Context: an optimization exercise on an open-source flow, tuned for a short achievable clock period and few clock cycles. The choices shown serve that exercise and are no tape-out recipe. At most, simulation tests tie the RTL to the original design; equivalence was not proved. No activity file was given, so power comes from the tool's default toggle rates.

==> flow/design.v (excerpt) <==
module lc3b_pipeline
#(
    parameter logic [15:0] RESET_PC = 16'h0000
)
(
    input  logic        clk,
    input  logic        rst,
    output logic        imem_read,
    output logic [15:0] imem_address,
    input  logic        imem_resp,
    input  logic [15:0] imem_rdata,
    output logic        dmem_read,
    output logic        dmem_write,
    output logic [15:0] dmem_address,
    output logic [15:0] dmem_wdata,
    output logic [1:0]  dmem_byte_enable,
    input  logic        dmem_resp,
    input  logic [15:0] dmem_rdata
);
Size: ~2,100 cells after synthesis, roughly 390 flip-flops, about 89 I/O pins, ~20,000 um2 of cells after synthesis.
Settings: LEC_CHECK=0, ABC_CLOCK_PERIOD_IN_PS=2000, CAP_MARGIN=20, CORE_MARGIN=2, CORE_UTILIZATION=40, SETUP_SLACK_MARGIN=2.5, SLEW_MARGIN=20; clock period 4.5 ns.
standard.sh (not shown) runs the stock make flow with config.mk's settings and CLKGATE_MAP_FILE= SYNTH_SCRIPT=/design/flow/synth_recipe.tcl, a recipe that flattens the netlist after the stock synthesis.
==> flow/flow/run.sh <==
#!/bin/bash
# Standard layout with these changes: ports buffered with buf_4 instead of the
# smallest buffer; the resizer free to change a cell's footprint; adders left
# to ABC as plain logic instead of full/half-adder cells; and a few slow
# gates (majority, and the 3x2 AND-OR-invert that comes in one size) kept out of the
# combinational logic, on top of the platform's own don't-use list.
set -euo pipefail
PLATFORM_DONT_USE="sky130_fd_sc_hd__probe_p_8 sky130_fd_sc_hd__probec_p_8 sky130_fd_sc_hd__lpflow_bleeder_1 sky130_fd_sc_hd__lpflow_clkbufkapwr_1 sky130_fd_sc_hd__lpflow_clkbufkapwr_16 sky130_fd_sc_hd__lpflow_clkbufkapwr_2 sky130_fd_sc_hd__lpflow_clkbufkapwr_4 sky130_fd_sc_hd__lpflow_clkbufkapwr_8 sky130_fd_sc_hd__lpflow_clkinvkapwr_1 sky130_fd_sc_hd__lpflow_clkinvkapwr_16 sky130_fd_sc_hd__lpflow_clkinvkapwr_2 sky130_fd_sc_hd__lpflow_clkinvkapwr_4 sky130_fd_sc_hd__lpflow_clkinvkapwr_8 sky130_fd_sc_hd__lpflow_decapkapwr_12 sky130_fd_sc_hd__lpflow_decapkapwr_3 sky130_fd_sc_hd__lpflow_decapkapwr_4 sky130_fd_sc_hd__lpflow_decapkapwr_6 sky130_fd_sc_hd__lpflow_decapkapwr_8 sky130_fd_sc_hd__lpflow_inputiso0n_1 sky130_fd_sc_hd__lpflow_inputiso0p_1 sky130_fd_sc_hd__lpflow_inputiso1n_1 sky130_fd_sc_hd__lpflow_inputiso1p_1 sky130_fd_sc_hd__lpflow_inputisolatch_1 sky130_fd_sc_hd__lpflow_isobufsrc_1 sky130_fd_sc_hd__lpflow_isobufsrc_16 sky130_fd_sc_hd__lpflow_isobufsrc_2 sky130_fd_sc_hd__lpflow_isobufsrc_4 sky130_fd_sc_hd__lpflow_isobufsrc_8 sky130_fd_sc_hd__lpflow_isobufsrckapwr_16 sky130_fd_sc_hd__lpflow_lsbuf_lh_hl_isowell_tap_1 sky130_fd_sc_hd__lpflow_lsbuf_lh_hl_isowell_tap_2 sky130_fd_sc_hd__lpflow_lsbuf_lh_hl_isowell_tap_4 sky130_fd_sc_hd__lpflow_lsbuf_lh_isowell_4 sky130_fd_sc_hd__lpflow_lsbuf_lh_isowell_tap_1 sky130_fd_sc_hd__lpflow_lsbuf_lh_isowell_tap_2 sky130_fd_sc_hd__lpflow_lsbuf_lh_isowell_tap_4"
SLOW="sky130_fd_sc_hd__maj3_1 sky130_fd_sc_hd__maj3_2 sky130_fd_sc_hd__maj3_4 sky130_fd_sc_hd__a222oi_1"
bash standard.sh "BUFFER_PORTS_ARGS=-buffer_cell sky130_fd_sc_hd__buf_4" MATCH_CELL_FOOTPRINT=0 ADDER_MAP_FILE= \
    "DONT_USE_CELLS=$PLATFORM_DONT_USE $SLOW" finish > make_finish.log 2>&1
Testbench counts at the start, summed over its fixed seeds: cycles 72,892.
Then changed:
--- a/flow/design.v
+++ b/flow/design.v
@@ -91,16 +91,18 @@
         t = a ^ b;
         c = {a[14:0] | b[14:0], 1'b0};
         sum_zero = ~|(t ^ c);
     endfunction
     function automatic logic [2:0] flags(input logic [15:0] v);
         flags = v[15] ? 3'b100 : (v == 16'h0000) ? 3'b010 : 3'b001;
     endfunction
     logic [15:0] pc_f;
+    logic [15:2] pc_hi;
+    logic        pc_1, pc1_en;
     logic        ird;
     logic        d_v;
     logic [15:0] d_ir;
     logic [15:0] d_pc, d_pcn;
     logic [15:0] d_tgt;
     logic [8:0]  d_tlo;
     logic        d_c9, d_xr, d_cross;
     logic [5:0]  hi_inc, hi_dec;
@@ -186,51 +188,67 @@
     assign d_go     = d_v & ~lu_stall;
     assign d_free   = ~d_v | d_go;
     logic [3:0]  f_op;
     logic [15:0] pcn_f, f_next;
     logic [8:0]  t_f;
     logic [9:0]  cy_f;
     logic        cross_f;
     logic [8:0]  lo0_f, lo1_f;
+    logic [15:0] pcq0, pcq1, pc_n;
     logic [15:0] pc_alt, pc_replay;
     logic        pred_f, f_take0, f_take;
+    assign pc_f         = {pc_hi, pc_1, RESET_PC[0]};
     assign imem_read    = ird;
     assign imem_address = pc_f;
     assign f_op         = imem_rdata[15:12];
     assign pcn_f        = pc_f + 16'd2;
     assign cy_f         = carries_ci9(pc_f[9:1], imem_rdata[8:0]);
     assign t_f          = pc_f[9:1] ^ imem_rdata[8:0];
     assign cross_f      = cy_f[9] ^ imem_rdata[8];
     assign lo0_f        = pred_f ? t_f : pcn_f[9:1];
     assign lo1_f        = pred_f ? ~t_f : pcn_f[9:1];
     assign f_next       = {pred_f ? pc_f[15:10] : pcn_f[15:10],
                            (cy_f[8:0] & lo1_f) | (~cy_f[8:0] & lo0_f), pc_f[0]};
+    assign pcq0 = stall_m ? pc_replay : e_redirect ? e_alt :
+                  f_take0 ? {f_next[15:10], lo0_f, f_next[0]} : pc_alt;
+    assign pcq1 = stall_m ? pc_replay : e_redirect ? e_alt :
+                  f_take0 ? {f_next[15:10], lo1_f, f_next[0]} : pc_alt;
+    assign pc_n = {pcq0[15:10], (cy_f[8:1] & pcq1[9:2]) | (~cy_f[8:1] & pcq0[9:2]), pcq1[1], pcq0[0]};
     assign pc_alt       = d_redirect ? d_tgt : pc_f;
     assign pc_replay    = e_v ? e_pc : d_v ? d_pc : pc_f;
     assign pred_f       = (f_op == 4'b0000) & (imem_rdata[11:9] != 3'b000) &
                           (imem_rdata[8] | (imem_rdata[11:9] == 3'b111));
     assign f_take0      = imem_resp & d_free & ~d_redirect;
     assign f_take       = f_take0 & ~e_redirect;
     always_ff @(posedge clk)
     begin
         if (rst)
         begin
-            pc_f <= RESET_PC;
-            d_v  <= 1'b0;
+            pc_hi <= RESET_PC[15:2];
+            d_v   <= 1'b0;
         end
         else
         begin
-            pc_f <= stall_m ? pc_replay : e_redirect ? e_alt : f_take0 ? f_next : pc_alt;
+            pc_hi <= pc_n[15:2];
             if (stall_m)
                 d_v <= 1'b0;
             else if (d_free | e_redirect)
                 d_v <= f_take;
         end
     end
+    assign pc1_en = stall_m ? (e_v | d_v) : (e_redirect | f_take0 | d_redirect);
+    always_ff @(posedge clk)
+    begin
+        if (rst)
+            pc_1 <= RESET_PC[1];
+        else if (pc1_en)
+            pc_1 <= stall_m ? (e_v ? e_pc[1] : d_pc[1]) : e_redirect ? e_alt[1] :
+                    f_take0 ? f_next[1] : d_tgt[1];
+    end
     always_ff @(posedge clk)
     begin
         ird <= ~rst;
     end
     assign lu_f = d_ld & ~stall_m & d_go & ~e_redirect &
                   ((((f_op == 4'b0001) | (f_op == 4'b0101) | (f_op == 4'b1001) | (f_op == 4'b0110) |
                      (f_op == 4'b0010) | (f_op == 4'b0111) | (f_op == 4'b0011)) & (imem_rdata[8:6] == dd)) |
                    (((f_op == 4'b0001) | (f_op == 4'b0101)) & ~imem_rdata[5] & (imem_rdata[2:0] == dd)) |
The new run completed with no timing, DRC or antenna violations.
Utilization shrinks by 1.1 points.
Power falls by a few percent.
Cell area went down by a few percent.
Global-route usage goes down by 1.8 points.
Clock skew climbs by 5.2 ps.
Setup slack got worse by 460 ps.
Clock power climbs slightly.
Cell count falls by a few percent.
Die area falls by a few percent.
Synthesized cell count falls slightly.
The RTL of the second run of this note was laid out without a check of its function.

## what the ideal ports hide
The results above use ideal ports. As a check the final layouts listed here were re-extracted and re-timed, cells and wires unchanged. Step 1 assumes that a clkbuf_16 drives the clock port and a buf_2 every other input. Step 2 times the ports against the registers' clock, not the clock port: input delays grow and output delays shrink by t, the midpoint of the rising clock arrivals with the driver on. Slacks: ideal / step 1 / step 2; pairs: ideal / step 1.
| run | t (ns) | setup WS [ns] | latest minus earliest clock arrival (ns) | cell pins on the clock port's net |
|---|---|---|---|---|
| the first run | 0.627 | 2.166 / 2.166 / 1.662 | 0.017 / 0.017 | 1 |
| the second run | 0.615 | 1.710 / 1.710 / 1.549 | 0.027 / 0.027 | 1 |
After both steps setup and hold are still met in every run listed. The setup slack of the first run, which loses most, moves by 0.000 ns with the drivers and by -0.504 ns with both steps.
